Background: an optimization exercise with open tools, aiming at a short achievable clock period, few clock cycles per item and low power. Do not read the settings as production practice. Where RTL was checked, it was by simulation tests only, not by an equivalence proof against the original. Only the layout flow was run in runs 1 and 4; the RTL was not checked for function there. Power is estimated from default activity; no workload was simulated.

**flow/config.mk**
```make
export PLATFORM = sky130hd
export DESIGN_NAME = cpuTop
export DESIGN_NICKNAME = cpuTop
export VERILOG_FILES = /design/flow/design.v
export SDC_FILE = /design/flow/constraint.sdc
export NUM_CORES = 4
export LEC_CHECK = 0
export CAP_MARGIN = 20
export CORE_MARGIN = 2
export CORE_UTILIZATION = 40
export SLEW_MARGIN = 20
```
**flow/constraint.sdc**
```tcl
create_clock -name core_clock -period 11.0 [get_ports {clk}]
set_input_delay 2.2000 -clock core_clock [delete_from_list [all_inputs] [get_ports {clk}]]
set_output_delay 2.2000 -clock core_clock [all_outputs]
set_load 0.01 [all_outputs]
```
**flow/design.v**
```verilog
package mipsPkg;
	typedef logic [31:0] wordT;
endpackage
`timescale 1ns/100ps
module pfxAdd #(
	parameter int W = 32
) (
	input  logic [W-1:0] a,
	input  logic [W-1:0] b,
	input  logic         cin,
	output logic [W-1:0] s,
	output logic         cout
);
	localparam int L = $clog2(W);
	logic [W-1:0] p0;
	logic [W-1:0] g [L+1];
	logic [W-1:0] p [L+1];
	assign p0   = a ^ b;
	assign g[0] = (a & b) | {{(W-1){1'b0}}, p0[0] & cin};
	assign p[0] = p0;
	for (genvar l = 0; l < L; l++) begin : lvl
		for (genvar i = 0; i < W; i++) begin : bit_
			if (i >= (1 << l)) begin : op
				assign g[l+1][i] = g[l][i] | (p[l][i] & g[l][i - (1 << l)]);
				assign p[l+1][i] = p[l][i] & p[l][i - (1 << l)];
			end else begin : pass
				assign g[l+1][i] = g[l][i];
				assign p[l+1][i] = p[l][i];
			end
		end
	end
	assign s    = p0 ^ {g[L][W-2:0], cin};
	assign cout = g[L][W-1];
endmodule
module pfxInc #(
	parameter int W = 30
) (
	input  logic [W-1:0] a,
	output logic [W-1:0] s
);
	localparam int L = $clog2(W);
	logic [W-1:0] c [L+1];
	assign c[0] = a;
	for (genvar l = 0; l < L; l++) begin : lvl
		for (genvar i = 0; i < W; i++) begin : bit_
			if (i >= (1 << l)) begin : op
				assign c[l+1][i] = c[l][i] & c[l][i - (1 << l)];
			end else begin : pass
				assign c[l+1][i] = c[l][i];
			end
		end
	end
	assign s = a ^ {c[L][W-2:0], 1'b1};
endmodule
`timescale 1ns/100ps
module cpuTop (
	input  logic        clk,
	input  logic        rst,
	output logic [31:0] pc,
	output logic        instReqValid,
	input  logic        instReqReady,
	input  logic [31:0] instruction,
	input  logic        instValid,
	output logic        instReady,
	output logic [31:0] memReqAddr,
	output logic [31:0] memReqWdata,
	output logic [3:0]  memReqStrb,
	output logic        memReqWrite,
	output logic        memReqValid,
	input  logic        memReqReady,
	input  logic [31:0] readData,
	input  logic        readValid,
	output logic        readReady,
	output logic        retireWen,
	output logic [4:0]  retireWaddr,
	output logic [31:0] retireWdata,
	output logic [31:0] retirePc,
	output logic        retireValid
);
	logic [31:0] pcF;        
	logic        fv;         
	logic        redirPend;  
	logic [2:0]  outst;      
	logic [2:0]  disc;       
	logic [31:0] respPc;     
	logic        irdy;       
	logic [31:0] ra;         
	assign pc           = pcF;
	assign instReqValid = fv;
	assign instReady    = irdy;
	assign readReady    = 1'b1;
	logic        xRedir;
	logic [31:0] xTgt;
	logic acc, take, dropping, keep;
	assign acc      = fv & instReqReady;
	assign take     = instValid & irdy;
	assign dropping = (disc != 3'd0);
	assign keep     = take & ~dropping & ~xRedir;
	logic [31:0] iw;
	logic [5:0]  iop;
	logic        iIsJ, iIsBr, iIsJr31, iPred;
	logic [31:0] respPc4;
	logic [31:0] iTgt;
	assign iw      = instruction;
	assign iop     = iw[31:26];
	assign iIsJ    = (iop[5:1] == 5'b00001);
	assign iIsBr   = (iop[5:2] == 4'b0001) | ((iop == 6'b000001) & (iw[20:17] == 4'b0000));
	assign iIsJr31 = (iop == 6'b000000) & (iw[5:0] == 6'b001000) & (iw[25:21] == 5'd31);
	logic iBrGuess, iRsEqRt, iRsZero;
	assign iRsEqRt = (iw[25:21] == iw[20:16]);
	assign iRsZero = (iw[25:21] == 5'd0);
	always_comb begin
		case (iop[2:0])
			3'b100: iBrGuess = iRsEqRt;           
			3'b101: iBrGuess = ~iRsEqRt;          
			3'b110: iBrGuess = iRsZero;           
			3'b001: iBrGuess = iw[16];            
			default: iBrGuess = 1'b0;             
		endcase
	end
	assign iPred   = iIsJ | (iIsBr & (iw[15] | iBrGuess) & (iw[15:0] != 16'h0)) | iIsJr31;
	logic [29:0] respInc, brAdd;
	pfxInc #(.W(30)) incResp (.a(respPc[31:2]), .s(respInc));
	assign respPc4 = {respInc, respPc[1:0]};
	pfxAdd #(.W(30)) addBr (
		.a(respPc[31:2]), .b({{14{iw[15]}}, iw[15:0]}), .cin(1'b1), .s(brAdd), .cout()
	);
	assign iTgt    = iIsJ  ? {respPc4[31:28], iw[25:0], 2'b00}
	               : iIsBr ? {brAdd, respPc[1:0]}
	               :         ra;
	logic iRedir;
	assign iRedir = keep & iPred;
	logic [29:0] pcFInc;
	pfxInc #(.W(30)) incF (.a(pcF[31:2]), .s(pcFInc));
	logic [2:0] outstN;
	assign outstN = outst + {2'b00, acc} - {2'b00, take};
	always_ff @(posedge clk) begin
		if (rst) begin
			pcF       <= 32'h0;
			fv        <= 1'b1;
			redirPend <= 1'b0;
			outst     <= 3'd0;
			disc      <= 3'd0;
			respPc    <= 32'h0;
		end else begin
			outst <= outstN;
			if (xRedir | iRedir) begin
				disc   <= outstN;
				respPc <= xRedir ? xTgt : iTgt;
				if (fv & ~instReqReady) begin
					redirPend <= 1'b1;
				end else begin
					pcF       <= xRedir ? xTgt : iTgt;
					fv        <= (outstN < 3'd2);
					redirPend <= 1'b0;
				end
			end else begin
				disc <= disc - {2'b00, take & dropping} + {2'b00, acc & redirPend};
				if (keep) respPc <= respPc4;
				if (acc) begin
					pcF       <= redirPend ? respPc : {pcFInc, pcF[1:0]};
					redirPend <= 1'b0;
				end
				if (acc | ~fv) fv <= (outstN < 3'd2);
			end
		end
	end
	logic        vD, skidV;
	logic [31:0] ir, pcD, skidI, skidPc;
	logic        predD, skidPred;
	logic        dAdv;
	logic        dFree;
	assign dFree = ~vD | dAdv;
	always_ff @(posedge clk) begin
		if (rst) begin
			vD    <= 1'b0;
			skidV <= 1'b0;
			irdy  <= 1'b1;
		end else if (xRedir) begin
			vD    <= 1'b0;
			skidV <= 1'b0;
			irdy  <= 1'b1;
		end else begin
			if (dFree) begin
				vD    <= skidV | keep;
				skidV <= 1'b0;
				irdy  <= 1'b1;
			end else if (keep) begin
				skidV <= 1'b1;
				irdy  <= 1'b0;
			end
		end
	end
	always_ff @(posedge clk) begin
		if (dFree) begin
			if (skidV) begin
				ir    <= skidI;
				pcD   <= skidPc;
				predD <= skidPred;
			end else begin
				ir    <= iw;
				pcD   <= respPc;
				predD <= iPred;
			end
		end
		if (~skidV) begin
			skidI    <= iw;
			skidPc   <= respPc;
			skidPred <= iPred;
		end
	end
	logic [5:0] op, fn;
	logic [4:0] rsA, rtA, rdA;
	assign op  = ir[31:26];
	assign fn  = ir[5:0];
	assign rsA = ir[25:21];
	assign rtA = ir[20:16];
	assign rdA = ir[15:11];
	logic       dKnown, dWen, dUseImm, dIsLd, dIsSt, dIsBr, dIsJr, dUns;
	logic       dUsesRs, dUsesRt, dIsLui, dIsLink, dVarSh;
	logic [4:0] dRd;
	logic [2:0] dAluOp;    
	logic [1:0] dShOp;     
	logic [1:0] dResSel;
	logic [2:0] dBrKind;   
	logic [1:0] dSize;     
	logic [1:0] dImmKind;  
	always_comb begin
		dKnown   = 1'b1;
		dWen     = 1'b0;
		dUseImm  = 1'b0;
		dIsLd    = 1'b0;
		dIsSt    = 1'b0;
		dIsBr    = 1'b0;
		dIsJr    = 1'b0;
		dUns     = 1'b0;
		dUsesRs  = 1'b0;
		dUsesRt  = 1'b0;
		dIsLui   = 1'b0;
		dIsLink  = 1'b0;
		dVarSh   = 1'b0;
		dRd      = 5'd0;
		dAluOp   = 3'd0;
		dShOp    = fn[1:0];
		dResSel  = 2'd0;
		dBrKind  = 3'd0;
		dSize    = op[1] ? 2'd2 : (op[0] ? 2'd1 : 2'd0);
		dImmKind = 2'd0;
		case (op)
			6'b000000: begin
				dWen    = 1'b1;
				dRd     = rdA;
				dUsesRs = 1'b1;
				dUsesRt = 1'b1;
				case (fn)
					6'b000000, 6'b000010, 6'b000011: begin
						dResSel = 2'd1;
						dUsesRs = 1'b0;
					end
					6'b000100, 6'b000110, 6'b000111: begin
						dResSel = 2'd1;
						dVarSh  = 1'b1;
					end
					6'b001000: begin
						dIsJr   = 1'b1;
						dWen    = 1'b0;
						dRd     = 5'd0;
						dUsesRt = 1'b0;
					end
					6'b001001: begin
						dIsJr   = 1'b1;
						dIsLink = 1'b1;
						dResSel = 2'd2;
						dUsesRt = 1'b0;
					end
					6'b100000, 6'b100001: dAluOp = 3'd0;
					6'b100010, 6'b100011: dAluOp = 3'd1;
					6'b100100: dAluOp = 3'd2;
					6'b100101: dAluOp = 3'd3;
					6'b100110: dAluOp = 3'd4;
					6'b100111: dAluOp = 3'd5;
					6'b101010: dAluOp = 3'd6;
					6'b101011: dAluOp = 3'd7;
					default: dKnown = 1'b0;
				endcase
			end
			6'b000001: begin
				dKnown  = (rtA[4:1] == 4'b0000);
				dIsBr   = 1'b1;
				dUsesRs = 1'b1;
				dBrKind = rtA[0] ? 3'd5 : 3'd4;
			end
			6'b000010: ;
			6'b000011: begin
				dWen    = 1'b1;
				dRd     = 5'd31;
				dIsLink = 1'b1;
				dResSel = 2'd2;
			end
			6'b000100, 6'b000101, 6'b000110, 6'b000111: begin
				dIsBr   = 1'b1;
				dUsesRs = 1'b1;
				dUsesRt = ~op[1];
				dBrKind = {1'b0, op[1:0]};
			end
			6'b001001, 6'b001010, 6'b001011, 6'b001100, 6'b001101, 6'b001110: begin
				dWen     = 1'b1;
				dRd      = rtA;
				dUseImm  = 1'b1;
				dUsesRs  = 1'b1;
				dImmKind = {1'b0, op[2]};
				case (op[2:0])
					3'b010: dAluOp = 3'd6;
					3'b011: dAluOp = 3'd7;
					3'b100: dAluOp = 3'd2;
					3'b101: dAluOp = 3'd3;
					3'b110: dAluOp = 3'd4;
					default: dAluOp = 3'd0;
				endcase
			end
			6'b001111: begin
				dWen    = 1'b1;
				dRd     = rtA;
				dIsLui  = 1'b1;
				dResSel = 2'd2;
			end
			6'b100000, 6'b100001, 6'b100011, 6'b100100, 6'b100101: begin
				dWen    = 1'b1;
				dRd     = rtA;
				dUseImm = 1'b1;
				dUsesRs = 1'b1;
				dIsLd   = 1'b1;
				dUns    = op[2];
			end
			6'b101000, 6'b101001, 6'b101011: begin
				dUseImm = 1'b1;
				dUsesRs = 1'b1;
				dUsesRt = 1'b1;
				dIsSt   = 1'b1;
			end
			default: dKnown = 1'b0;
		endcase
		if (!dKnown || ir == 32'h0) begin
			dWen    = 1'b0;
			dRd     = 5'd0;
			dIsLd   = 1'b0;
			dIsSt   = 1'b0;
			dIsBr   = 1'b0;
			dIsJr   = 1'b0;
			dIsLink = 1'b0;
			dUsesRs = 1'b0;
			dUsesRt = 1'b0;
			dResSel = 2'd0;
		end
	end
	logic [31:0] rf [1:31];
	logic [31:0] rfRs, rfRt;
	assign rfRs = (rsA == 5'd0) ? 32'h0 : rf[rsA];
	assign rfRt = (rtA == 5'd0) ? 32'h0 : rf[rtA];
	logic        vX, xDone;
	logic [31:0] xA, xB, xAux, pcX;
	logic        xWen, xIsLd, xIsSt, xIsBr, xIsJr, xIsLink, xUns, xPred, xOff0;
	logic [4:0]  xRd, xShamt;
	logic [2:0]  xBrKind;
	logic [1:0]  xShOp, xSize, xLop;
	logic        xSub, xSelAdd, xSelLog, xSelSlt, xSelSltu, xSelSh, xSelAux;
	logic [31:0] xRes;
	logic        vM, mv, ldWait;
	logic [31:0] resM, wdM, pcM;
	logic [3:0]  strbM;
	logic        mWen, mIsLd, mIsSt, mUns;
	logic [4:0]  mRd;
	logic [1:0]  mSize;
	logic [7:0]  ldByte;
	logic [15:0] ldHalf;
	logic [31:0] ldVal;
	assign ldByte = readData[{resM[1:0], 3'b000} +: 8];
	assign ldHalf = resM[1] ? readData[31:16] : readData[15:0];
	always_comb begin
		case (mSize)
			2'd0: ldVal = {{24{ldByte[7] & ~mUns}}, ldByte};
			2'd1: ldVal = {{16{ldHalf[15] & ~mUns}}, ldHalf};
			default: ldVal = readData;
		endcase
	end
	logic mDone, mAdv, xAdv, xFree;
	assign mDone = vM & (mIsLd ? (ldWait & readValid) : mIsSt ? memReqReady : 1'b1);
	assign mAdv  = ~vM | mDone;
	assign xAdv  = mAdv;
	assign xFree = ~vX | xAdv;
	logic [31:0] wbData;
	assign wbData = mIsLd ? ldVal : resM;
	logic [31:0] fwdRs, fwdRt;
	logic        xHitRs, xHitRt, mHitRs, mHitRt;
	assign xHitRs = vX & xWen & (xRd == rsA) & (rsA != 5'd0);
	assign xHitRt = vX & xWen & (xRd == rtA) & (rtA != 5'd0);
	assign mHitRs = vM & mWen & (mRd == rsA) & (rsA != 5'd0);
	assign mHitRt = vM & mWen & (mRd == rtA) & (rtA != 5'd0);
	assign fwdRs  = xHitRs ? xRes : mHitRs ? wbData : rfRs;
	assign fwdRt  = xHitRt ? xRes : mHitRt ? wbData : rfRt;
	logic hazard;
	assign hazard = (vX & xIsLd & ((xHitRs & dUsesRs) | (xHitRt & dUsesRt)))
	              | (mIsLd & ~mDone & ((mHitRs & dUsesRs) | (mHitRt & dUsesRt)));
	assign dAdv   = vD & xFree & ~hazard;
	logic [31:0] dImm, dB, dAux;
	logic [29:0] dPcBr, dPcInc, dPcLink;
	logic        selSt, selLui, selBr;
	assign dImm   = (op[5:2] == 4'b0011) ? {16'h0, ir[15:0]} : {{16{ir[15]}}, ir[15:0]};
	assign dB     = (op[5:3] == 3'b001 || op[5:4] == 2'b10) ? dImm : fwdRt;
	pfxAdd #(.W(30)) addPcD (
		.a(pcD[31:2]), .b({{14{ir[15]}}, ir[15:0]}), .cin(1'b1), .s(dPcBr), .cout()
	);
	pfxInc #(.W(30)) incPcD (.a(pcD[31:2]), .s(dPcInc));
	pfxInc #(.W(30)) incPcD2 (.a(dPcInc), .s(dPcLink));
	assign selSt  = (op[5:3] == 3'b101);
	assign selLui = (op[5:3] == 3'b001);
	assign selBr  = (op[5:2] == 4'b0001) | (op == 6'b000001);
	assign dAux   = selSt  ? fwdRt
	              : selLui ? {ir[15:0], 16'h0}
	              : selBr  ? {dPcBr, pcD[1:0]}
	              :          {dPcLink, pcD[1:0]};
	always_ff @(posedge clk) begin
		if (rst) begin
			vX    <= 1'b0;
			xDone <= 1'b0;
		end else begin
			if (xRedir) begin
				vX    <= xFree ? 1'b0 : vX;
				xDone <= ~xFree;
			end else if (xFree) begin
				vX    <= dAdv;
				xDone <= 1'b0;
			end
		end
	end
	always_ff @(posedge clk) begin
		if (xFree) begin
			xA      <= fwdRs;
			xB      <= dB;
			xAux    <= dAux;
			pcX     <= pcD;
			xWen    <= dWen;
			xRd     <= dRd;
			xIsLd   <= dIsLd;
			xIsSt   <= dIsSt;
			xIsBr   <= dIsBr;
			xIsJr   <= dIsJr;
			xIsLink <= dIsLink;
			xUns    <= dUns;
			xPred   <= predD;
			xOff0   <= (ir[15:0] == 16'h0);
			xBrKind <= dBrKind;
			xShOp   <= dShOp;
			xSub     <= (dAluOp != 3'd0);
			xLop     <= dAluOp[1:0];
			xSelAdd  <= (dResSel == 2'd0) & (dAluOp[2:1] == 2'b00);
			xSelLog  <= (dResSel == 2'd0) & ((dAluOp == 3'd2) | (dAluOp == 3'd3) | (dAluOp == 3'd4) | (dAluOp == 3'd5));
			xSelSlt  <= (dResSel == 2'd0) & (dAluOp == 3'd6);
			xSelSltu <= (dResSel == 2'd0) & (dAluOp == 3'd7);
			xSelSh   <= (dResSel == 2'd1);
			xSelAux  <= (dResSel == 2'd2);
			xSize   <= dSize;
			xShamt  <= ir[2] ? fwdRs[4:0] : ir[10:6];
		end
	end
	logic [31:0] sum, logRes, shRes;
	logic        cout, lt, ltu, eq;
	pfxAdd #(.W(32)) addX (.a(xA), .b(xB ^ {32{xSub}}), .cin(xSub), .s(sum), .cout(cout));
	assign ltu = ~cout;
	assign lt  = (xA[31] ^ xB[31]) ? xA[31] : sum[31];
	assign eq  = (xA == xB);
	always_comb begin
		case (xLop)
			2'b10: logRes = xA & xB;       
			2'b11: logRes = xA | xB;       
			2'b00: logRes = xA ^ xB;       
			default: logRes = ~(xA | xB);  
		endcase
	end
	logic [31:0] shIn, shOut;
	logic        shLeft;
	assign shLeft = ~xShOp[1];
	always_comb begin
		for (int i = 0; i < 32; i++) shIn[i] = shLeft ? xB[31 - i] : xB[i];
	end
	assign shOut = $signed({xShOp[0] & xB[31], shIn}) >>> xShamt;
	always_comb begin
		for (int i = 0; i < 32; i++) shRes[i] = shLeft ? shOut[31 - i] : shOut[i];
	end
	assign xRes = ({32{xSelAdd}} & sum)
	            | ({32{xSelLog}} & logRes)
	            | {31'h0, (xSelSlt & lt) | (xSelSltu & ltu)}
	            | ({32{xSelSh}} & shRes)
	            | ({32{xSelAux}} & xAux);
	logic cond;
	always_comb begin
		case (xBrKind)
			3'd0: cond = eq;
			3'd1: cond = ~eq;
			3'd2: cond = xA[31] | (xA == 32'h0);
			3'd3: cond = ~xA[31] & (xA != 32'h0);
			3'd4: cond = xA[31];
			default: cond = ~xA[31];
		endcase
	end
	logic [31:0] pcNext, pcX4;
	logic        xMis;
	assign pcNext = vD ? pcD : respPc;
	logic [29:0] pcXInc;
	pfxInc #(.W(30)) incX (.a(pcX[31:2]), .s(pcXInc));
	assign pcX4   = {pcXInc, pcX[1:0]};
	assign xMis   = (xIsBr & ((cond & ~xOff0) ^ xPred)) | (xIsJr & (xA != pcNext));
	assign xRedir = vX & xMis & ~xDone;
	assign xTgt   = xIsJr ? xA : cond ? xAux : pcX4;
	always_ff @(posedge clk) begin
		if (rst) begin
			ra <= 32'h0;
		end else if (vX & xIsLink & ~xDone) begin
			ra <= xAux;
		end
	end
	logic [3:0] xStrb;
	logic [31:0] xWd;
	always_comb begin
		case (xSize)
			2'd0: begin
				xStrb = 4'b0001 << sum[1:0];
				xWd   = {4{xAux[7:0]}};
			end
			2'd1: begin
				xStrb = sum[1] ? 4'b1100 : 4'b0011;
				xWd   = {2{xAux[15:0]}};
			end
			default: begin
				xStrb = 4'b1111;
				xWd   = xAux;
			end
		endcase
	end
	always_ff @(posedge clk) begin
		if (rst) begin
			vM     <= 1'b0;
			mv     <= 1'b0;
			ldWait <= 1'b0;
		end else if (mAdv) begin
			vM     <= vX;
			mv     <= vX & (xIsLd | xIsSt);
			ldWait <= 1'b0;
		end else if (mv & memReqReady) begin
			mv     <= 1'b0;
			ldWait <= mIsLd;
		end
	end
	always_ff @(posedge clk) begin
		if (mAdv) begin
			resM  <= xRes;
			wdM   <= xWd;
			strbM <= xIsSt ? xStrb : 4'b0000;
			pcM   <= pcX;
			mWen  <= xWen;
			mRd   <= xRd;
			mIsLd <= xIsLd;
			mIsSt <= xIsSt;
			mUns  <= xUns;
			mSize <= xSize;
		end
	end
	assign memReqAddr  = {resM[31:2], 2'b00};
	assign memReqWdata = wdM;
	assign memReqStrb  = strbM;
	assign memReqWrite = mIsSt;
	assign memReqValid = mv;
	always_ff @(posedge clk) begin
		if (mDone & mWen & (mRd != 5'd0)) begin
			rf[mRd] <= wbData;
		end
	end
	logic        rv, rWen;
	logic [4:0]  rWaddr;
	logic [31:0] rWdata, rPc;
	always_ff @(posedge clk) begin
		if (rst) begin
			rv <= 1'b0;
		end else begin
			rv <= mDone;
		end
		rPc    <= pcM;
		rWen   <= mWen;
		rWaddr <= mWen ? mRd : 5'd0;
		rWdata <= mWen ? wbData : 32'h0;
	end
	assign retireValid = rv;
	assign retireWen   = rWen;
	assign retireWaddr = rWaddr;
	assign retireWdata = rWdata;
	assign retirePc    = rPc;
endmodule
```
**flow/flow/run.sh**
```bash
#!/bin/bash
set -euo pipefail
bash standard.sh SETUP_SLACK_MARGIN=7 finish > standard_flow.log 2>&1
```
**flow/standard.sh**
```bash
#!/bin/bash
# synth_recipe.tcl (not shown) runs the flow's synth.tcl, then flattens the netlist and writes it again
# the make line also repeats each setting of config.mk as NAME=value (left out here)
make -C /OpenROAD-flow-scripts/flow DESIGN_CONFIG=/design/flow/config.mk WORK_HOME=/design/flow/orfs CLKGATE_MAP_FILE= SYNTH_SCRIPT=/design/flow/synth_recipe.tcl "${@:-finish}"
```
==> summary.txt, run 1 <==
- Capturing point of the worst reg2reg path: pcF[3]
- CTS tree: done
- Clock power share: 32.7%
- Most frequent cell on the critical path: buf_12
- VDD IR max: 144 µV
- Min-Delay Startpoint: pcM[23]
- Internal Pwr Total: 12,100 µW
- Layout area overhead: 19.8%
- Reg power frac: 43.0%
- # fillers: 18.3k
- Ys async rst share: 0%
- Chip height: 467 µm
- Tot GR Track Use: 29.9%
- Core Util, Final: 48.3%
- Primary FF master, synth: edfxtp_1
- Min Hold Slack: 0.341 ns
- DPL Wire Length: 214 mm
- # setup viols final: 0
- Htree depth: 4
- Post-synth EDFFs: 1,331
- Rel. slew slack: 10.6%
- R2r setup slk: 6.90 ns
- Worst path max stage delay: 0.87 ns
- Net Switching: 5760 µW
- Post-DR wirelength/cell: 34.0 µm
- DRC: 0
- CP Cell Sequence: mux2i_1, xnor2_1, nand4_1, nor4_2, a21oi_1, o31a_1, buf_12, nor2_4, buf_12, o21ai_4, buf_12, buf_12, clkbuf_16, o221a_4
- Commonest non-fill, non-tap cell in the layout: edfxtp_1
- Routed Antenna Nets: 0
- Power Dens Cells: 174 nW/µm²
- Vias in the first global route: 60.4k
- Layout cell share with drive strength beyond 1: 27.1%
- Distinct cells, synth: 99
- Final Cycle Share: 37.3%
- Post-synthesis sequential area ratio: 52.7%
- CP Class: flip-flop to flip-flop
- CP Data Arrival Time: 4.85 ns
- Via density: 6.48
- Clock buffer depth: 3
- Startpoint types: flip-flop
- Most frequent cells in the layout: 1,331 x edfxtp_1, 603 x mux4_2, 448 x nand2_1
- Vias: 64.0k
- Synth Warn #: 9
- Post-Syn Instances: 6,492
- Area of the multi-input gates: 40,300 µm²
- Congestion Overflow GR: 0
- Die width: 467 µm
- Layout Skew: 0.0812 ns
- Worst EP required: 11.75 ns
- Yosys reg bits: 1,589
- Largest reg by FF count: rf
- CP top delay family: compound AO/OA/AOI/OAI gates
- CTS buffer count: 171
- Largest net degree at the start of global routing: 83
- Full die area: 218,000 µm²
- Reg-to-Reg Start: respPc[3]
- IO Port Bufs: 242
- Outcome: finished clean
- Skew-Pair Late Insertion Delay: 0.89 ns
- Slowest cell on crit path: dfxtp_1
- Register Area: 45,200 µm²
- Switch share: 32.2%
- Hold Path Depth: 0
- Initial antenna violation count: 18
- Critical Path End Type: flip-flop
- 1st-pass router iterations: 9
- I/O pins: 246
- TritonCTS Sinks: 1,589
- Placeable Area: 213,000 µm²
- Nets: 7,143
- Combinational share of power: 24.3%
- Slew @ Worst Pin: 1.33 ns
- Crit path time final: 4.10 ns
- Post-Route WL: 336 mm
- Clk root buf: clkbuf_16
- Global-route wire length before repair: 461 mm
- Gpl congestion: 1.01
- Max Cap Violations: 0
- CTS clock-pin slew for the worst setup and hold paths: 0.06 ns
- Final Max Slew Viols: 0
- Mapped cell area: 85,600 µm²
- Leakage Power: 0.0355 µW
- Worst hold path class: flip-flop to flip-flop
- Initial DRC Count: 8,771
- Final Hold Fails: 0
- Crit path buf inv count: 5
- RSZ-0062 raised after global routing: yes
- Hold buffers post-CTS: 0
- Worst Hold Endpoint: rPc[23]
- Fin Setup TNS: 0 ns
- Worst Path Max Fanout: 16
- Fmax: 0.244 GHz
- Mapped Avg Cell Area: 13.2 µm²
- Initial core utilization: 40.3%
- Cells on worst reg2reg path: 14
- Number of flip-flops under the largest register name: 992
- Row count: 169
-- per-stage QoR --
stage	total power [µW]	setup slack [ns]	area (µm²)	std cells
6_report	17900	6.90	103000	9878
5_1_grt	18300	6.84	103000	9866
4_1_cts	17500	6.85	101000	9759
3_5_place_dp	11400	4.29	91400	9281
3_3_place_gp	11400	4.33	91400	9281
2_1_floorplan	9700	0.125	85800	6493
-- synth_stat cells (all sizes together) (106+ instances only) --
library cell	instances	area [µm²]
o21ai	310	1560
mux2i	265	2650
edfxtp	1331	40000
nand3	106	531
a21oi	359	1800
buf	188	1020
a211oi	154	1170
clkbuf	276	1040
xnor2	138	1210
xor2	147	1290
mux2	117	1320
mux4	603	13600
inv	176	661
nand2	466	1750
dfxtp	258	5160
nor2	440	1660
ha	163	2040
-- area by class of cell --
type	instances	share of cell area, %
diodes	14	0.0342
clock buffers	205	4.34
clock inverters	106	1.20
inverters	180	0.737
multi-input cells	4264	39.3
flip-flops and latches	1589	44.1
well taps	2821	3.44
repair buffers	687	6.76
repair inverters	12	0.0781
-- worst reg2reg max path, stage by stage, from the launching register on --
cell and delay, ns:
dfxtp_1 0.87, mux2i_1 0.30, xnor2_1 0.27, nand4_1 0.13, nor4_2 0.39, a21oi_1 0.32, o31a_1 0.44, buf_12 0.19
nor2_4 0.21, buf_12 0.14, o21ai_4 0.07, buf_12 0.16, buf_12 0.12, clkbuf_16 0.15, o221a_4 0.25
-- layer usage --
metal / wire length, µm / vias up / GRT usage [%]
met5: 50 / - / 0
met4: 25600 / 8 / 19.0
met3: 33500 / 1008 / 6.26
met2: 155000 / 4152 / 47.1
met1: 122000 / 32474 / 37.4
li1: - / 26356 / -
-- how the worst max path moves through the flow --
| stage | endpoint | cells after the start | from |
|---|---|---|---|
| 6_report | pcF[3] | 14 | respPc[3] |
| 4_1_cts | xAux[29] | 11 | readData[31] |
| 5_1_grt | pcF[30] | 13 | instruction[15] |
| 2_1_floorplan | flip-flop | 8 | memReqReady |
| 3_5_place_dp | pcF[3] | 14 | instruction[17] |
| 3_3_place_gp | pcF[3] | 14 | instruction[17] |
-- what timing repair did --
action	4_1_cts	5_1_grt
pin swaps	86	103
cloned	22	17
setup buffers	145	87
endpoints found under the setup margin	1531	1492
endpoints found under the hold margin	0	0
gates resized for setup	624	272
-- kinds of logic after synthesis --
| logic type | synth area share, % |
|---|---|
| xor gates and xnor gates | 2.92 |
| DFF | 52.7 |
| muxes | 20.5 |
| buffers and inverters | 3.19 |
| other | 0.00877 |
| and+or+nand+nor | 8.20 |
| adders and majority gates | 2.50 |
| AOI/OAI and AO/OA | 9.96 |
-- power by group through the flow --
stage / logic (µW) / registers (µW) / clock network (µW)
2_1_floorplan: 2080 / 7610 / 0
3_3_place_gp: 3540 / 7860 / 0
3_5_place_dp: 3570 / 7860 / 0
4_1_cts: 3950 / 7690 / 5910
5_1_grt: 4510 / 7700 / 6140
6_report: 4350 / 7690 / 5850
==> inputs of run 2 (changes only) <==
--- a/flow/design.v
+++ b/flow/design.v
@@ -12,5 +12,5 @@
 	output logic         cout
 );
-	localparam int L = $clog2(W);
+	localparam int L = (W > 16) ? 5 : (W > 8) ? 4 : (W > 4) ? 3 : (W > 2) ? 2 : 1;
 	logic [W-1:0] p0;
 	logic [W-1:0] g [L+1];
@@ -39,5 +39,5 @@
 	output logic [W-1:0] s
 );
-	localparam int L = $clog2(W);
+	localparam int L = (W > 16) ? 5 : (W > 8) ? 4 : (W > 4) ? 3 : (W > 2) ? 2 : 1;
 	logic [W-1:0] c [L+1];
 	assign c[0] = a;
==> run 2 against run 1 <==
  * Sequential power about the same
  * Highest routed layer unchanged
  * Critical path type unchanged
  * Area after synthesis unchanged
  * Critical endpoint unchanged
  * Sequential share of layout area unchanged
  * Worst setup slack unchanged
==> summary.txt, run 2 <==
- Adder-Cell Fraction of Synth Area: 2.50%
- Yosys reg bits: 1,589
- CTS tree: done
- Distinct cells, synth: 99
- RSZ-0062 raised after global routing: yes
- Post-DR wirelength/cell: 34.0 µm
- Largest net degree at the start of global routing: 83
- Initial antenna violation count: 18
- Placeable Area: 213,000 µm²
- Worst Path Max Fanout: 16
- Clk root buf: clkbuf_16
- Fmax: 0.244 GHz
- Core Util, Final: 48.3%
- Design Area, Final: 103,000 µm²
- Complex-gate fraction of the synthesized area: 9.96%
- Post-Synth Simple-Gate Area: 8.20%
- Tot GR Track Use: 29.9%
- Mapped Avg Cell Area: 13.2 µm²
- Final Cycle Share: 37.3%
- Mux share of post-synthesis cell area: 20.5%
- Global-route wire length before repair: 461 mm
- Crit path time final: 4.10 ns
- Clock buffer depth: 3
- Layout area overhead: 19.8%
- Worst hold path class: flip-flop to flip-flop
- Routed Antenna Nets: 0
- Largest reg by FF count: rf
- Startpoint types: flip-flop
- Via density: 6.48
- Most frequent cells in the layout: 1,331 x edfxtp_1, 603 x mux4_2, 448 x nand2_1
- Die width: 467 µm
- Vias in the first global route: 60.4k
- Slew @ Worst Pin: 1.33 ns
- Gpl congestion: 1.01
- Initial core utilization: 40.3%
- Full die area: 218,000 µm²
- Critical Path End Type: flip-flop
- Nets: 7,143
- Htree depth: 4
- CTS buffer count: 171
- Number of flip-flops under the largest register name: 992
- Rel. slew slack: 10.6%
- Power Dens Cells: 174 nW/µm²
- Largest family of logic cells by synthesized area: multiplexers
- Vias: 64.0k
- Most common library cells after synthesis: 1,331 x edfxtp_1, 603 x mux4_2, 466 x nand2_1
- DPL Wire Length: 214 mm
- Outcome: finished clean
- Count leader, synth: edfxtp_1
- I/O pins: 246
- # setup viols final: 0
- IO Port Bufs: 242
- Chip height: 467 µm
- Leakage Power: 0.0355 µW
- Layout cell share with drive strength beyond 1: 27.1%
- CP Class: flip-flop to flip-flop
- Post-Route WL: 336 mm
- Max Cap Violations: 0
- Fin Setup TNS: 0 ns
- Final Max Slew Viols: 0
- Row count: 169
- Layout Skew: 0.0812 ns
- Post-synth EDFFs: 1,331
- DRC: 0
- Leading area contributor after synthesis: edfxtp_1
- Ys async rst share: 0%
- Synth Warn #: 9
- Dpl cell area: 91,400 µm²
- Primary FF master, synth: edfxtp_1
- Post-Synth XOR/XNOR Area: 2.92%
- Skew-Pair Late Insertion Delay: 0.89 ns
- 1st-pass router iterations: 9
- Initial DRC Count: 8,771
- CP Data Arrival Time: 4.85 ns
- Mapped cell area: 85,600 µm²
- Post-Syn Instances: 6,492
- TritonCTS Sinks: 1,589
- Congestion Overflow GR: 0
- Post-synth top area share: 46.7%
- Final Hold Fails: 0
- VDD IR max: 144 µV
- Worst EP required: 11.75 ns
- Post-synthesis sequential area ratio: 52.7%
- Top cells by area, synth: edfxtp_1 47%, mux4_2 16%, dfxtp_1 6.0%
- CTS clock-pin slew for the worst setup and hold paths: 0.06 ns
- Commonest non-fill, non-tap cell in the layout: edfxtp_1
==> run 2: final timing paths <==
path	startpoint	to	slack [ns]	cells past startpoint
worst max-delay path	respPc[3]	pcF[3]	6.90	14
worst min-delay path	pcM[23]	rPc[23]	0.34	0
worst max register to register	respPc[3]	pcF[3]	6.90	14
worst min register to register	pcM[23]	rPc[23]	0.34	0
==> run 2: final cells by class <==
| class | instances | area [µm²] |
|---|---|---|
| Sequential cell | 1589 | 45200 |
| Fill cell | 18269 | 110000 |
| Clock buffer | 205 | 4450 |
| Timing Repair inverter | 12 | 80.1 |
| Inverter | 180 | 756 |
| Timing Repair Buffer | 687 | 6940 |
| Multi-Input combinational cell | 4264 | 40300 |
| Tap cell | 2821 | 3530 |
| Clock inverter | 106 | 1230 |
| Antenna cell | 14 | 35.0 |
==> run 2: power breakdown <==
group          switching (µW)  total (µW)  internal [µW]
Sequential                384        7690           7310
Clock                    2580        5850           3280
Combinational            2810        4350           1540
Total                    5760       17900          12100
==> run 2: metal layers <==
layer  track usage (%)  vias to the layer above  routed length (µm)
met1              37.4                    32474              122000
met5                 0                        -                  50
met3              6.26                     1008               33500
li1                  -                    26356                   -
met4              19.0                        8               25600
met2              47.1                     4152              155000
==> run 2: worst max-delay path, cell delays in order (launching register included) <==
cell,delay (ns)
dfxtp_1,0.87
mux2i_1,0.30
xnor2_1,0.27
nand4_1,0.13
nor4_2,0.39
a21oi_1,0.31
o31a_1,0.44
buf_12,0.19
nor2_4,0.19
buf_12,0.14
o21ai_4,0.07
buf_12,0.16
buf_12,0.12
clkbuf_16,0.15
o221a_4,0.25
==> run 2: what timing repair did <==
item	in CTS	in global routing
setup endpoints to repair	1531	1492
endpoints found under the hold margin	0	0
setup buffers	145	87
gates resized for setup	624	272
pin swaps	86	103
hold buffers	0	0
gates cloned	22	17
==> run 2: cell families after synthesis <==
logic type,Yosys count
flip-flops,1589
adder cells (fa/ha/maj),168
other,2
AND/OR/NAND/NOR,1491
buffers and inverters,644
XOR/XNOR,285
multiplexers,985
AO/OA/AOI/OAI,1328
==> run 2: stage by stage <==
step | hold slack (ns) | instances | power (µW) | setup slack (ns)
after floorplan | 0.323 | 6493 | 9700 | 0.125
after global placement | 0.331 | 9281 | 11400 | 4.33
after detailed placement | 0.327 | 9281 | 11400 | 4.29
after CTS | 0.342 | 9759 | 17500 | 6.85
after global routing | 0.350 | 9866 | 18300 | 6.84
final | 0.341 | 9878 | 17900 | 6.90
Testbench counts of run 2, summed over its fixed seeds: cycles 38,437, instructions 28,386.
==> inputs of run 3 (changes only) <==
==> flow/flow/run.sh (replaced) <==
#!/bin/bash
set -euo pipefail
bash standard.sh SETUP_SLACK_MARGIN=7.5 finish > standard_flow.log 2>&1
==> run 3 against run 2 <==
  * Still clean on timing, DRC and antenna
  * Clock skew up 0.0030 ns
  * Critical path depth fell by 1
  * Via count is 5.8% higher
  * Global-route usage increased by 2.3 points
  * Register-to-register slack better by 0.15 ns
  * Synthesized cell count unchanged
  * Worst setup slack worse by 0.067 ns
  * Final cell count grew 4.0%
  * Critical path type is now input pin to flip-flop
  * Critical endpoint is now respPc[16]
  * Largest cell class unchanged
==> summary.txt, run 3 <==
- Synth Warn #: 9
- Tot GR Track Use: 32.1%
- # fillers: 17.5k
- Mapped cell area: 85,600 µm²
- Fmax: 0.240 GHz
- Worst hold path class: flip-flop to flip-flop
- Final Cycle Share: 37.9%
- Post-DR wirelength/cell: 35.2 µm
- VDD IR max: 130 µV
- Max layer used: met5
- Final Max Slew Viols: 0
- Most frequent cells in the layout: 1,331 x edfxtp_1, 603 x mux4_2, 517 x buf_4
- Post-Route WL: 362 mm
- 1st-pass router iterations: 6
- CTS buffer count: 170
- Post-Syn Instances: 6,492
- Die width: 467 µm
- Largest reg by FF count: rf
- # setup viols final: 0
- Design Area, Final: 110,000 µm²
- Initial antenna violation count: 18
- Chip height: 467 µm
- Distinct cells, synth: 99
- Skew-Pair Late Insertion Delay: 0.88 ns
- Placeable Area: 213,000 µm²
- Count leader, synth: edfxtp_1
- Rel. slew slack: 21.3%
- Power Dens Cells: 179 nW/µm²
- Worst EP required: 11.72 ns
- Dpl cell area: 91,400 µm²
- Leading area contributor after synthesis: edfxtp_1
- Crit path time final: 4.17 ns
- Vias in the first global route: 64.0k
- Most common library cells after synthesis: 1,331 x edfxtp_1, 603 x mux4_2, 466 x nand2_1
- DRC: 0
- TritonCTS Sinks: 1,589
- Final Hold Fails: 0
- Leakage Power: 0.0388 µW
- Initial DRC Count: 10.5k
- Met3 routed wirelength: 41.1 mm
- Layout cell share with drive strength beyond 1: 39.5%
- Hold Path Depth: 0
- Outcome: finished clean
- Gpl congestion: 1.01
- CTS clock-pin slew for the worst setup and hold paths: 0.07 ns
- Top cells by area, synth: edfxtp_1 47%, mux4_2 16%, dfxtp_1 6.0%
- CP Class: input pin to flip-flop
- Nets: 7,540
- Post-synth EDFFs: 1,331
- Post-synth top area share: 46.7%
- Commonest non-fill, non-tap cell in the layout: edfxtp_1
- Initial core utilization: 40.3%
- Congestion Overflow GR: 0
- Yosys reg bits: 1,589
- CP Data Arrival Time: 4.89 ns
- Layout area overhead: 29.0%
- Worst Path Max Fanout: 3
- Clk root buf: clkbuf_16
- Max Cap Violations: 0
- Htree depth: 4
- Number of flip-flops under the largest register name: 992
- Primary FF master, synth: edfxtp_1
- Startpoint types: input pin
- Layout Skew: 0.0842 ns
- Critical Path End Type: flip-flop
- Fin Setup TNS: 0 ns
- Vias: 67.7k
- Met1 Wirelength: 127 mm
- Via density: 6.59
- DR WL met2: 164 mm
- CTS tree: done
- Largest net degree at the start of global routing: 113
- Mapped Avg Cell Area: 13.2 µm²
- Row count: 169
- Ys async rst share: 0%
- Full die area: 218,000 µm²
- Post-synthesis sequential area ratio: 52.7%
- Routed Antenna Nets: 0
- Area of the multi-input gates: 43,200 µm²
- RSZ-0062 raised after global routing: yes
- Hold buffers post-CTS: 0
- Global-route wire length before repair: 495 mm
- Register Area: 45,400 µm²
- IO Port Bufs: 242
- Cells on worst reg2reg path: 17
- Slew @ Worst Pin: 1.18 ns
- Clock buffer depth: 3
- I/O pins: 246
- DPL Wire Length: 216 mm
[run 3: changes by cell type in the layout (fill, tap and decap cells not counted), moves of 33 or more]
cell	previous run	this run
a21oi_1	316	243
buf_12	36	92
dlygate4sd2_1	88	14
o21ai_2	20	53
a21oi_2	37	80
buf_6	49	229
clkinvlp_4	30	63
dfxtp_1	216	159
nor2_1	394	348
buf_4	313	517
o21ai_0	245	178
buf_2	11	90
clkdlybuf4s50_1	123	11
[run 3: per-layer routing]
layer,global-route usage [%],vias to the layer above
met2,49.8,4990
met3,7.86,1215
met5,0,-
met1,40.2,34336
met4,21.0,12
li1,-,27181
[run 3: power by group]
group	switching (µW)	internal, µW
Sequential	349	7300
Clock	2620	3570
Combinational	3510	2430
[run 3: worst max-delay path, stage by stage]
cell and delay, ns:
buf_12 0.11, ha_4 0.28, o21ai_4 0.05, buf_4 0.14, a2111oi_1 0.72, a31oi_4 0.19
o2111a_1 0.28, a21oi_2 0.13, a211oi_2 0.11, mux2i_2 0.38, o31ai_1 0.13, nand2_1 0.09
a21oi_1 0.06
[run 3: cells by family after synthesis]
family | synth area share (%)
XOR/XNOR | 2.92
adder cells (fa/ha/maj) | 2.50
AO/OA/AOI/OAI | 9.96
other | 0.00877
AND/OR/NAND/NOR | 8.20
flip-flops | 52.7
multiplexers | 20.5
buffers and inverters | 3.19
[run 3: stage by stage]
stage	std cells	setup slack, ns	utilization (%)	power (µW)	hold slack, ns
final	10271	6.83	52.0	19800	0.325
after global placement	9274	4.72	43.0	11400	0.326
after global routing	10263	6.80	51.9	20200	0.338
after CTS	10088	7.02	50.2	19000	0.322
after detailed placement	9274	4.72	43.0	11500	0.327
after floorplan	6493	0.125	-	9700	0.323
[run 3: cell type report]
type / instances / area share (%)
Clock buffer: 195 / 3.98
Multi-Input combinational cell: 4269 / 39.2
Clock inverter: 116 / 1.47
Timing Repair Buffer: 1059 / 10.2
Tap cell: 2821 / 3.20
Antenna cell: 9 / 0.0204
Inverter: 180 / 0.728
Timing Repair inverter: 33 / 0.218
Sequential cell: 1589 / 41.1
[run 3: worst paths after layout]
path                                     start    endpoint  slack (ns)
worst max-delay path            instruction[6]  respPc[16]        6.83
worst min-delay path                   pcM[31]     rPc[31]        0.32
worst max register to register          xA[20]  respPc[19]        7.05
worst min register to register         pcM[31]     rPc[31]        0.32
[run 3: what timing repair did]
| action | in CTS | in global routing |
|---|---|---|
| endpoints found under the setup margin | 2447 | 1113 |
| resized for setup | 2128 | 508 |
| gates cloned | 71 | 17 |
| pin swaps | 299 | 248 |
| setup buffers | 432 | 157 |
==> inputs of run 4 (changes only) <==
--- a/flow/design.v
+++ b/flow/design.v
@@ -85,5 +85,5 @@
 	logic [31:0] respPc;     
 	logic        irdy;       
-	logic [31:0] ra;         
+	logic [11:0] ra;         
 	assign pc           = pcF;
 	assign instReqValid = fv;
@@ -128,5 +128,5 @@
 	assign iTgt    = iIsJ  ? {respPc4[31:28], iw[25:0], 2'b00}
 	               : iIsBr ? {brAdd, respPc[1:0]}
-	               :         ra;
+	               :         {respPc[31:12], ra};    
 	logic iRedir;
 	assign iRedir = keep & iPred;
@@ -515,7 +515,7 @@
 	always_ff @(posedge clk) begin
 		if (rst) begin
-			ra <= 32'h0;
+			ra <= 12'h0;
 		end else if (vX & xIsLink & ~xDone) begin
-			ra <= xAux;
+			ra <= xAux[11:0];
 		end
 	end
==> flow/flow/run.sh (replaced) <==
#!/bin/bash
set -euo pipefail
bash standard.sh SETUP_SLACK_MARGIN=7 finish > standard_flow.log 2>&1
--- a/flow/config.mk
+++ b/flow/config.mk
@@ -9,3 +9,5 @@
 export CORE_MARGIN = 2
 export CORE_UTILIZATION = 40
+export CTS_BUF_LIST = sky130_fd_sc_hd__clkbuf_8
+export CTS_CLUSTER_SIZE = 24
 export SLEW_MARGIN = 20
==> run 4 against run 3 <==
  * Utilization down 3.6 points
  * Power down 13%
  * Sequential share of layout area grew 3.1 points
  * Synthesized cell count is 2.4% lower
  * Area after synthesis decreased by 1.3%
  * Hold slack got worse by 0.020 ns
  * Register-to-register slack got worse by 0.21 ns
  * Largest cell class unchanged
  * Final cell count fell by 3.2%
  * Non-clock buffer count down 299
  * Clock power is 15% lower
  * Largest power group unchanged
  * Fmax grew 0.15%
  * Die area is 1.3% lower
==> summary.txt, run 4 <==
- Outcome: finished clean
- Post-Route WL: 337 mm
- VDD IR max: 141 µV
- Final Instance Count excl. Fillers: 9,938
- Fmax: 0.240 GHz
- Most common library cells after synthesis: 1,331 x edfxtp_1, 602 x mux4_2, 426 x nor2_1
- Most frequent cell on the critical path: buf_6
- Top cells by area, synth: edfxtp_1 47%, mux4_2 16%, dfxtp_1 5.6%
- Startpoint types: flip-flop
- CTS clock-pin slew for the worst setup and hold paths: 0.06 ns
- Vias in the first global route: 61.1k
- # fillers: 18.4k
- Inst Count DP: 9,098
- Skew-Pair Late Insertion Delay: 1.06 ns
- Slew @ Worst Pin: 1.15 ns
- Fin Setup TNS: 0 ns
- CP Class: flip-flop to flip-flop
- 1st-pass router iterations: 10
- IO Port Bufs: 242
- Critical Path End Type: flip-flop
- TritonCTS Sinks: 1,569
- Final Max Slew Viols: 0
- Leading area contributor after synthesis: edfxtp_1
- Rel. slew slack: 23.4%
- Post-Syn Instances: 6,339
- Global-route wire length before repair: 465 mm
- I/O pins: 246
- Layout Skew: 0.115 ns
- Worst path max stage delay: 0.50 ns
- Yosys reg bits: 1,569
- Worst hold path class: flip-flop to flip-flop
- Die width: 464 µm
- Layout cell share with drive strength beyond 1: 30.1%
- Worst Path Max Fanout: 5
- Routed Antenna Nets: 0
- Gpl congestion: 0.980
- Commonest non-fill, non-tap cell in the layout: edfxtp_1
- Largest net degree at the start of global routing: 76
- Post-synth EDFFs: 1,331
- Full die area: 215,000 µm²
- Dpl ws: 4.15 ns
- CP top delay family: compound AO/OA/AOI/OAI gates
- Ys async rst share: 0%
- Final Hold Fails: 0
- Row count: 168
- Vias: 63.7k
- CTS tree: done
- Crit path time final: 4.16 ns
- Most frequent cells in the layout: 1,331 x edfxtp_1, 602 x mux4_2, 402 x nand2_1
- Initial DRC Count: 9,062
- Slowest cell on crit path: edfxtp_1
- Post-synth top area share: 47.3%
- Crit path buf inv count: 4
- Htree depth: 5
- Initial core utilization: 40.3%
- Placeable Area: 210,000 µm²
- Layout area overhead: 20.2%
- Chip height: 464 µm
- Hold buffers post-CTS: 0
- DPL Wire Length: 211 mm
- Primary FF master, synth: edfxtp_1
- Clk root buf: clkbuf_8
- RSZ-0062 raised after global routing: yes
- DRC: 0
- CTS buffer count: 290
- Largest reg by FF count: rf
- Leakage Power: 0.0363 µW
- Distinct cells, synth: 98
- Worst EP required: 11.75 ns
- Post-synthesis sequential area ratio: 53.0%
- Power Dens Cells: 170 nW/µm²
- Synth Warn #: 9
- Final Cycle Share: 37.8%
- Congestion Overflow GR: 0
- Clock buffer depth: 4
- CP Cell Sequence: buf_6, clkbuf_16, mux2_4, fa_2, a21oi_4, o211a_1, nor3_2, o21ai_2, buf_6, nand2b_1, a21o_1, buf_4, xor2_1, nand2_1, nand3_1, mux2i_2, o21ai_1
- Tot GR Track Use: 30.3%
- Mapped cell area: 84,500 µm²
- Number of flip-flops under the largest register name: 992
- Initial antenna violation count: 19
- # setup viols final: 0
- Mapped Avg Cell Area: 13.3 µm²
- Max Cap Violations: 0
- Nets: 7,174
- Worst setup slack after layout: 6.84 ns
- CP Data Arrival Time: 4.91 ns
- Count leader, synth: edfxtp_1
- Via density: 6.41
- Post-DR wirelength/cell: 34.0 µm
## run 4: changes by cell type in the layout (fill, tap and decap cells not counted), moves of 91 or more
| cell | previous run | this run |
|---|---|---|
| buf_4 | 517 | 378 |
| buf_6 | 229 | 59 |
| clkbuf_16 | 176 | 8 |
| clkbuf_8 | 3 | 304 |
| dlygate4sd2_1 | 14 | 143 |
| inv_1 | 123 | 228 |
| o21ai_0 | 178 | 269 |
## run 4: where the power goes
part | total (µW) | switching [µW] | internal (µW) | leakage, µW
Combinational | 4460 | 2840 | 1610 | 0.0185
Sequential | 7580 | 332 | 7240 | 0.0148
Clock | 5250 | 2520 | 2730 | 0.00293
## run 4: cell type report
class | instances | area [µm²] | area share, %
Sequential cell | 1569 | 44800 | 44.2
Multi-Input combinational cell | 4138 | 39900 | 39.3
Timing Repair Buffer | 760 | 7340 | 7.23
Clock buffer | 304 | 4180 | 4.12
Tap cell | 2805 | 3510 | 3.46
Clock inverter | 175 | 948 | 0.934
Inverter | 170 | 714 | 0.704
Timing Repair inverter | 7 | 47.5 | 0.0468
Antenna cell | 10 | 25.0 | 0.0247
## run 4: final timing paths
path | from | end | slack, ns | depth (start not counted)
worst min register to register | pcM[1] | rPc[1] | 0.30 | 0
worst max-delay path | xSub | xB[14] | 6.84 | 17
worst min-delay path | pcM[1] | rPc[1] | 0.30 | 0
worst max register to register | xSub | xB[14] | 6.84 | 17
## run 4: logic make-up (layout without fill, tap and decap cells)
kind of cell / Yosys count / in the layout / share of synthesized area, %
multiplexers: 1007 / 1008 / 21.1
buffers and inverters: 648 / 1416 / 3.21
flip-flops: 1569 / 1569 / 53.0
other: 2 / 13 / 0.00889
AO/OA/AOI/OAI: 1327 / 1331 / 9.97
AND/OR/NAND/NOR: 1332 / 1342 / 7.30
adder cells (fa/ha/maj): 169 / 169 / 2.54
XOR/XNOR: 285 / 285 / 2.95
## run 4: metrics by stage
step	total power [µW]	util, %	hold WS, ns	instance area [µm²]
floorplan	9660	-	0.323	84800
CTS	16900	47.4	0.309	99500
detailed placement	11300	43.1	0.327	90400
global route	17800	48.4	0.337	102000
finish	17300	48.4	0.304	102000
global placement	11300	43.1	0.329	90400
## run 4: routing by layer
metal / GRT usage (%) / vias to the layer above / routed length (µm)
met5: 0 / - / 43
met4: 18.7 / 6 / 24400
met3: 6.68 / 936 / 33500
met2: 47.6 / 4096 / 156000
met1: 38.3 / 32506 / 124000
li1: - / 26132 / -
## run 4: timing repair
action,in CTS,in global routing
resized for setup,789,280
buffers inserted,208,102
setup endpoints to repair,2057,593
pin swaps,76,106
cloned,30,11
==> inputs of run 5 (changes only) <==
--- a/flow/design.v
+++ b/flow/design.v
@@ -107,4 +107,8 @@
 	assign iIsBr   = (iop[5:2] == 4'b0001) | ((iop == 6'b000001) & (iw[20:17] == 4'b0000));
 	assign iIsJr31 = (iop == 6'b000000) & (iw[5:0] == 6'b001000) & (iw[25:21] == 5'd31);
+	logic        iIsJrK;
+	logic [4:0]  kRt;
+	logic [11:0] kLo;
+	assign iIsJrK  = (iop == 6'b000000) & (iw[5:1] == 5'b00100) & (iw[25:21] == kRt) & ~iIsJr31;
 	logic iBrGuess, iRsEqRt, iRsZero;
 	assign iRsEqRt = (iw[25:21] == iw[20:16]);
@@ -119,5 +123,5 @@
 		endcase
 	end
-	assign iPred   = iIsJ | (iIsBr & (iw[15] | iBrGuess) & (iw[15:0] != 16'h0)) | iIsJr31;
+	assign iPred   = iIsJ | (iIsBr & (iw[15] | iBrGuess) & (iw[15:0] != 16'h0)) | iIsJr31 | iIsJrK;
 	logic [29:0] respInc, brAdd;
 	pfxInc #(.W(30)) incResp (.a(respPc[31:2]), .s(respInc));
@@ -128,7 +132,17 @@
 	assign iTgt    = iIsJ  ? {respPc4[31:28], iw[25:0], 2'b00}
 	               : iIsBr ? {brAdd, respPc[1:0]}
+	               : iIsJrK ? {respPc[31:12], kLo}
 	               :         {respPc[31:12], ra};    
 	logic iRedir;
 	assign iRedir = keep & iPred;
+	always_ff @(posedge clk) begin
+		if (rst) begin
+			kRt <= 5'd0;
+			kLo <= 12'h0;
+		end else if (keep & (iop == 6'b001101)) begin
+			kRt <= iw[20:16];
+			kLo <= iw[11:0];
+		end
+	end
 	logic [29:0] pcFInc;
 	pfxInc #(.W(30)) incF (.a(pcF[31:2]), .s(pcFInc));
==> run 5 against run 4 <==
  * Sequential power rose by 1%
  * Still clean
  * Power increased by 0.98%
  * Sequential share of layout area increased by 0.095 points
  * Via count fell by 0.17%
  * Synthesized cell count up 1.6%
  * Worst setup slack got worse by 0.033 ns
  * Highest routed layer unchanged
  * Non-clock buffer count decreased by 36
  * Utilization shrank 0.32 points
  * Count of clock-buffer cells in the layout down 3
  * First-iteration DRC count is 5.4% lower
==> summary.txt, run 5 <==
- Outcome: finished clean
- DRC: 0
- Crit path time final: 4.19 ns
- 1st-pass router iterations: 8
- Fin Setup TNS: 0 ns
- Final Max Slew Viols: 0
- Hold Path Depth: 0
- Critical Path End Type: flip-flop
- Mapped cell area: 85,500 µm²
- Post-synth top area share: 46.7%
- Initial antenna violation count: 8
- Clock buffer depth: 4
- Chip height: 466 µm
- Worst EP required: 11.72 ns
- CTS clock-pin slew for the worst setup and hold paths: 0.06 ns
- Post-Syn Instances: 6,440
- Slew @ Worst Pin: 1.21 ns
- Most common library cells after synthesis: 1,331 x edfxtp_1, 599 x mux4_2, 411 x nand2_1
- Dpl cell area: 92,100 µm²
- Layout cell share with drive strength beyond 1: 28.9%
- Mapped Avg Cell Area: 13.3 µm²
- Gpl congestion: 0.983
- Post-DR wirelength/cell: 32.8 µm
- Layout Skew: 0.106 ns
- Htree depth: 5
- Clk root buf: clkbuf_8
- Routed Antenna Nets: 0
- Layout area overhead: 19.3%
- Global-route wire length before repair: 456 mm
- Max Cap Violations: 0
- IO Port Bufs: 242
- Commonest non-fill, non-tap cell in the layout: edfxtp_1
- Die width: 466 µm
- Row count: 169
- Skew-Pair Late Insertion Delay: 1.09 ns
- I/O pins: 246
- Worst setup slack after layout: 6.81 ns
- Post-synth EDFFs: 1,331
- CP Class: flip-flop to flip-flop
- Primary FF master, synth: edfxtp_1
- CP Data Arrival Time: 4.91 ns
- Count leader, synth: edfxtp_1
- Top cells by area, synth: edfxtp_1 47%, mux4_2 16%, dfxtp_1 6.0%
- Nets: 7,237
- Dpl ws: 4.32 ns
- TritonCTS Sinks: 1,586
- RSZ-0062 raised after global routing: yes
- Most frequent cells in the layout: 1,331 x edfxtp_1, 603 x mux4_2, 404 x nand2_1
- Power Dens Cells: 171 nW/µm²
- Congestion Overflow GR: 0
- CTS tree: done
- Cells on worst reg2reg path: 12
- Number of flip-flops under the largest register name: 992
- Final Hold Fails: 0
- Tot GR Track Use: 29.4%
- Placeable Area: 212,000 µm²
- Final Cycle Share: 38.1%
- Largest reg by FF count: rf
- Vias in the first global route: 60.4k
- Vias: 63.6k
- # fillers: 18.7k
- R2r setup slk: 6.81 ns
- Via density: 6.34
- Core Util, Final: 48.1%
- Post-Route WL: 329 mm
- Distinct cells, synth: 91
- Fmax: 0.238 GHz
- Worst hold path class: flip-flop to flip-flop
- Yosys reg bits: 1,586
- Rel. slew slack: 19.1%
- Design Area, Final: 102,000 µm²
- Post-synthesis sequential area ratio: 52.7%
- CTS buffer count: 292
- Startpoint types: flip-flop
- Initial core utilization: 40.3%
- Leakage Power: 0.0363 µW
- DPL Wire Length: 203 mm
- Synth Warn #: 9
- Worst Path Max Fanout: 18
- Ys async rst share: 0%
- VDD IR max: 158 µV
- Full die area: 217,000 µm²
- Initial DRC Count: 8,572
- Largest net degree at the start of global routing: 115
- # setup viols final: 0
- Leading area contributor after synthesis: edfxtp_1
-- run 5: timing repair --
action / 4_1_cts / 5_1_grt
setup endpoints to repair: 1432 / 489
pin swaps: 57 / 78
cloned: 26 / 5
buffers inserted: 134 / 149
hold endpoints to repair: 0 / 0
hold buffers: 0 / 0
resized for setup: 602 / 268
-- run 5: critical path: stages, from the launching register on --
cell and delay (ns):
edfxtp_1 0.44, buf_4 0.18, clkbuf_16 0.21, mux4_2 0.60, mux4_2 0.53, nor2_1 0.12
o31a_1 0.27, o22ai_1 0.15, a222oi_1 0.36, o21ai_1 0.26, buf_4 0.25, o21ai_2 0.31
o21ai_0 0.21
-- run 5: through the flow --
| step | power [µW] | std cells | hold slack [ns] |
|---|---|---|---|
| after global placement | 11500 | 9207 | 0.328 |
| after floorplan | 9850 | 6441 | 0.323 |
| after global routing | 18000 | 10016 | 0.341 |
| after CTS | 17100 | 9860 | 0.337 |
| after detailed placement | 11600 | 9211 | 0.328 |
| final | 17400 | 10021 | 0.339 |
-- run 5: path summary, 6_finish.rpt --
| check | start | to |
|---|---|---|
| worst min register to register | pcM[2] | rPc[2] |
| worst min-delay path | pcM[2] | rPc[2] |
| worst max-delay path | xShamt[0] | xB[9] |
| worst max register to register | xShamt[0] | xB[9] |
-- run 5: power by group --
group / switching [µW] / internal, µW / total (µW)
clock: 2510 / 2720 / 5220
combinational: 2930 / 1610 / 4540
sequential: 360 / 7320 / 7680
-- run 5: cell families (layout without fill, tap and decap cells) --
| family | Yosys count | after routing | synth area share (%) |
|---|---|---|---|
| AOI/OAI and AO/OA | 1329 | 1347 | 9.79 |
| xor gates and xnor gates | 289 | 289 | 2.96 |
| adders and majority gates | 168 | 168 | 2.50 |
| buffers and inverters | 654 | 1387 | 3.16 |
| DFF | 1586 | 1586 | 52.7 |
| muxes | 1033 | 1033 | 21.2 |
| other | 2 | 9 | 0.00878 |
| and+or+nand+nor | 1379 | 1381 | 7.68 |
-- run 5: layer usage --
layer	GRT usage, %	vias to the layer above	wire [µm]	share of wire (%)
met5	0	-	41	0.012
met4	16.6	6	22600	6.9
met3	7.41	876	35400	11
met2	45.3	4010	149000	45
met1	37.8	32148	122000	37
li1	-	26530	-	-
-- run 5: area by class of cell --
class                           count  area [µm²]  area share [%]
Timing Repair Buffer              724        6840            6.71
Tap cell                         2821        3530            3.46
Timing Repair inverter              2        12.5          0.0123
Clock buffer                      301        4140            4.06
Clock inverter                    188        1020           0.998
Inverter                          172         693           0.679
Sequential cell                  1586       45200            44.3
Multi-Input combinational cell   4221       40600            39.8
Antenna cell                        6        15.0          0.0147
Testbench counts of run 5, summed over its fixed seeds: cycles 37,667, instructions 28,386.
==> inputs of run 6 (changes only) <==
--- a/flow/design.v
+++ b/flow/design.v
@@ -406,11 +406,16 @@
 	assign wbData = mIsLd ? ldVal : resM;
 	logic [31:0] fwdRs, fwdRt;
-	logic        xHitRs, xHitRt, mHitRs, mHitRt;
+	logic        xHitRs, xHitRt, mHitRs, mHitRt, rHitRs, rHitRt;
+	logic        rv;
+	logic [4:0]  rWaddr;
+	logic [31:0] rWdata;
+	assign rHitRs = rv & (rWaddr == rsA) & (rsA != 5'd0);
+	assign rHitRt = rv & (rWaddr == rtA) & (rtA != 5'd0);
 	assign xHitRs = vX & xWen & (xRd == rsA) & (rsA != 5'd0);
 	assign xHitRt = vX & xWen & (xRd == rtA) & (rtA != 5'd0);
 	assign mHitRs = vM & mWen & (mRd == rsA) & (rsA != 5'd0);
 	assign mHitRt = vM & mWen & (mRd == rtA) & (rtA != 5'd0);
-	assign fwdRs  = xHitRs ? xRes : mHitRs ? wbData : rfRs;
-	assign fwdRt  = xHitRt ? xRes : mHitRt ? wbData : rfRt;
+	assign fwdRs  = xHitRs ? xRes : mHitRs ? wbData : rHitRs ? rWdata : rfRs;
+	assign fwdRt  = xHitRt ? xRes : mHitRt ? wbData : rHitRt ? rWdata : rfRt;
 	logic hazard;
 	assign hazard = (vX & xIsLd & ((xHitRs & dUsesRs) | (xHitRt & dUsesRt)))
@@ -586,11 +591,10 @@
 	assign memReqValid = mv;
 	always_ff @(posedge clk) begin
-		if (mDone & mWen & (mRd != 5'd0)) begin
-			rf[mRd] <= wbData;
+		if (rv & (rWaddr != 5'd0)) begin
+			rf[rWaddr] <= rWdata;
 		end
 	end
-	logic        rv, rWen;
-	logic [4:0]  rWaddr;
-	logic [31:0] rWdata, rPc;
+	logic        rWen;
+	logic [31:0] rPc;
 	always_ff @(posedge clk) begin
 		if (rst) begin
==> run 6 against run 5 <==
  * Still clean on timing, DRC and antenna
  * Critical path type is now input pin to flip-flop
  * First-iteration DRC count rose by 11%
  * Combinational power down about 20%
  * Largest power group unchanged
  * Via count rose by 2.5%
  * Power fell by 7.8%
==> summary.txt, run 6 <==
- Full die area: 219,000 µm²
- # setup viols final: 0
- Most frequent cell on the critical path: o21ai_1
- Hold buffers post-CTS: 0
- CP top delay family: compound AO/OA/AOI/OAI gates
- Layout Skew: 0.145 ns
- Final Cycle Share: 38.1%
- Worst hold path class: flip-flop to flip-flop
- Crit path time final: 4.20 ns
- Ys async rst share: 0%
- Reg power frac: 44.3%
- Crit path buf inv count: 1
- Most frequent cells in the layout: 1,331 x edfxtp_1, 589 x mux4_2, 395 x nor2_1
- Power Dens Cells: 156 nW/µm²
- IO Port Bufs: 242
- Internal Pwr Total: 11,100 µW
- Critical Path Source: readData[31]
- Critical Path Sink: xAux[23]
- Worst path max stage delay: 0.48 ns
- Clk root buf: clkbuf_8
- Max Cap Violations: 0
- Stages on the worst setup path: 10
- Htree depth: 5
- Net Switching: 5020 µW
- CTS buffer count: 290
- Fin Setup TNS: 0 ns
- Vias in the first global route: 61.6k
- Yosys reg bits: 1,586
- Initial DRC Count: 9,475
- Startpoint types: input pin
- Final Hold Fails: 0
- VDD IR max: 135 µV
- Switch share: 31.2%
- DPL Wire Length: 211 mm
- Initial core utilization: 40.2%
- Mapped cell area: 85,900 µm²
- Post-synthesis sequential area ratio: 52.5%
- CP Cell Sequence: clkdlybuf4s50_1, mux4_2, nand2_1, a211o_1, nand2_4, a21o_1, o21ai_1, a21oi_2, a222oi_1, o21ai_1
- Commonest non-fill, non-tap cell in the layout: edfxtp_1
- Synth Warn #: 9
- Skew-Pair Late Insertion Delay: 1.11 ns
- Routed Antenna Nets: 0
- Combinational share of power: 22.5%
- Vias: 65.2k
- Post-synth EDFFs: 1,331
- Post-Route WL: 340 mm
- Post-DR wirelength/cell: 33.6 µm
- Slew @ Worst Pin: 1.20 ns
- TritonCTS Sinks: 1,586
- Cells on worst reg2reg path: 15
- Critical Path End Type: flip-flop
- Leading area contributor after synthesis: edfxtp_1
- CP Class: input pin to flip-flop
- Via density: 6.45
- Final Max Slew Viols: 0
- Layout area overhead: 19.9%
- Clock buffer depth: 4
- RSZ-0062 raised after global routing: yes
- Largest net degree at the start of global routing: 157
- Worst Path Max Fanout: 15
- Rel. slew slack: 19.4%
- Slowest cell on crit path: mux4_2
- CTS tree: done
- Congestion Overflow GR: 0
- Largest reg by FF count: rf
- I/O pins: 246
- Tot GR Track Use: 30.0%
- 1st-pass router iterations: 9
- Nets: 7,297
- Chip height: 467 µm
- Top cells by area, synth: edfxtp_1 47%, mux4_2 15%, dfxtp_1 5.9%
- Reg-to-Reg Start: xSub
- Outcome: finished clean
- Mapped Avg Cell Area: 13.2 µm²
- Post-synth top area share: 46.5%
- R2r setup slk: 6.83 ns
- Count leader, synth: edfxtp_1
- Capturing point of the worst reg2reg path: xAux[23]
- Number of flip-flops under the largest register name: 992
- CTS clock-pin slew for the worst setup and hold paths: 0.06 ns
- DRC: 0
- Power after layout: 16,100 µW
- Row count: 170
- Gpl congestion: 0.986
- Die width: 467 µm
- Leakage Power: 0.0363 µW
- CP Data Arrival Time: 4.91 ns
- Primary FF master, synth: edfxtp_1
- Global-route wire length before repair: 467 mm
- Post-Syn Instances: 6,512
- Fmax: 0.238 GHz
- Clock power share: 33.2%
- Most common library cells after synthesis: 1,331 x edfxtp_1, 589 x mux4_2, 434 x nor2_1
- Placeable Area: 214,000 µm²
- Worst EP required: 11.71 ns
- Initial antenna violation count: 19
- Layout cell share with drive strength beyond 1: 28.9%
- Distinct cells, synth: 102
-- run 6: cell count changes after synthesis, moves of 24 or more --
cell / previous run / this run
a211oi_1: 124 / 202
nor2_1: 384 / 434
a21o_1: 47 / 86
mux2i_1: 298 / 265
o21ai_0: 355 / 323
xnor2_1: 138 / 165
buf_1: 80 / 54
buf_2: 58 / 83
o22ai_1: 36 / 11
nand3_1: 110 / 86
-- run 6: worst register-to-register path: cells and delay by family (launching register included) --
kind / cells / cell delay (ns)
fa+ha+maj: 1 / 0.36
compound gates: 7 / 1.88
xor+xnor: 2 / 0.27
buf+inv: 3 / 0.44
flops: 1 / 0.43
simple gates: 2 / 0.49
-- run 6: worst min-delay path by stage --
stage / start / to / slack, ns / cells past startpoint
after floorplan: pcM[0] / rPc[0] / 0.32 / 0
after global placement: pcM[12] / rPc[12] / 0.33 / 0
after detailed placement: pcM[17] / rPc[17] / 0.33 / 0
after CTS: pcM[5] / rPc[5] / 0.33 / 0
after global routing: pcM[5] / rPc[5] / 0.34 / 0
final: pcM[17] / rPc[17] / 0.34 / 0
-- run 6: repair_timing --
action                                  in CTS  in global routing
pin swaps                                   52                 55
endpoints found under the setup margin     458                313
gates resized for setup                    857                219
buffers inserted                           159                 92
gates cloned                                41                 13
-- run 6: per-layer routing --
layer  track usage [%]  vias to the layer above  routed length (µm)
met2              46.2                     4344              154000
met1              39.4                    33015              127000
met4              16.8                        8               22700
li1                  -                    26888                   -
met5                 0                        -                  85
met3              6.73                      929               36300
-- run 6: cell type report --
cell class,instances,area [µm²]
clock inverter,188,1090
fill,18769,111000
clock buffer,307,4230
antenna,9,22.5
tap,2838,3550
sequential,1586,45300
multi-input combinational,4275,40200
inverter,163,646
timing repair buffer,743,8030
-- run 6: cell families (layout without fill, tap and decap cells) --
logic type      Yosys count  after routing  share of synthesized area [%]
mux                     994            994                           20.4
flops                  1586           1586                           52.5
simple gates           1366           1368                           7.50
fa+ha+maj               168            168                           2.49
compound gates         1441           1445                           10.9
xor+xnor                297            297                           3.03
other cells               2             12                        0.00874
buf+inv                 658           1401                           3.23
-- run 6: power by group through the flow --
stage	Clock [µW]	Combinational (µW)	Sequential, µW
finish	5350	3620	7120
floorplan	0	1800	7100
global route	5670	3750	7120
detailed placement	0	2970	7280
global placement	0	2960	7280
CTS	5410	3340	7110
-- run 6: per-stage QoR --
step	hold slack [ns]	setup WS, ns	area [µm²]	util, %	std cells
floorplan	0.323	4.97	86500	-	6513
global placement	0.325	4.62	92100	43.0	9300
detailed placement	0.327	4.55	92100	43.0	9300
CTS	0.331	6.87	101000	47.3	9995
global route	0.341	6.76	103000	48.2	10103
finish	0.339	6.80	103000	48.2	10109
Testbench counts of run 6, summed over its fixed seeds: cycles 37,667, instructions 28,386.

Check on run 6: ideal ports give 6.804 ns setup slack; a clkbuf_16 on the clock port and buf_2 on the inputs give 6.825 ns; moving port delays by the midpoint clock arrival (1.121 ns) as well gives 5.747 ns.
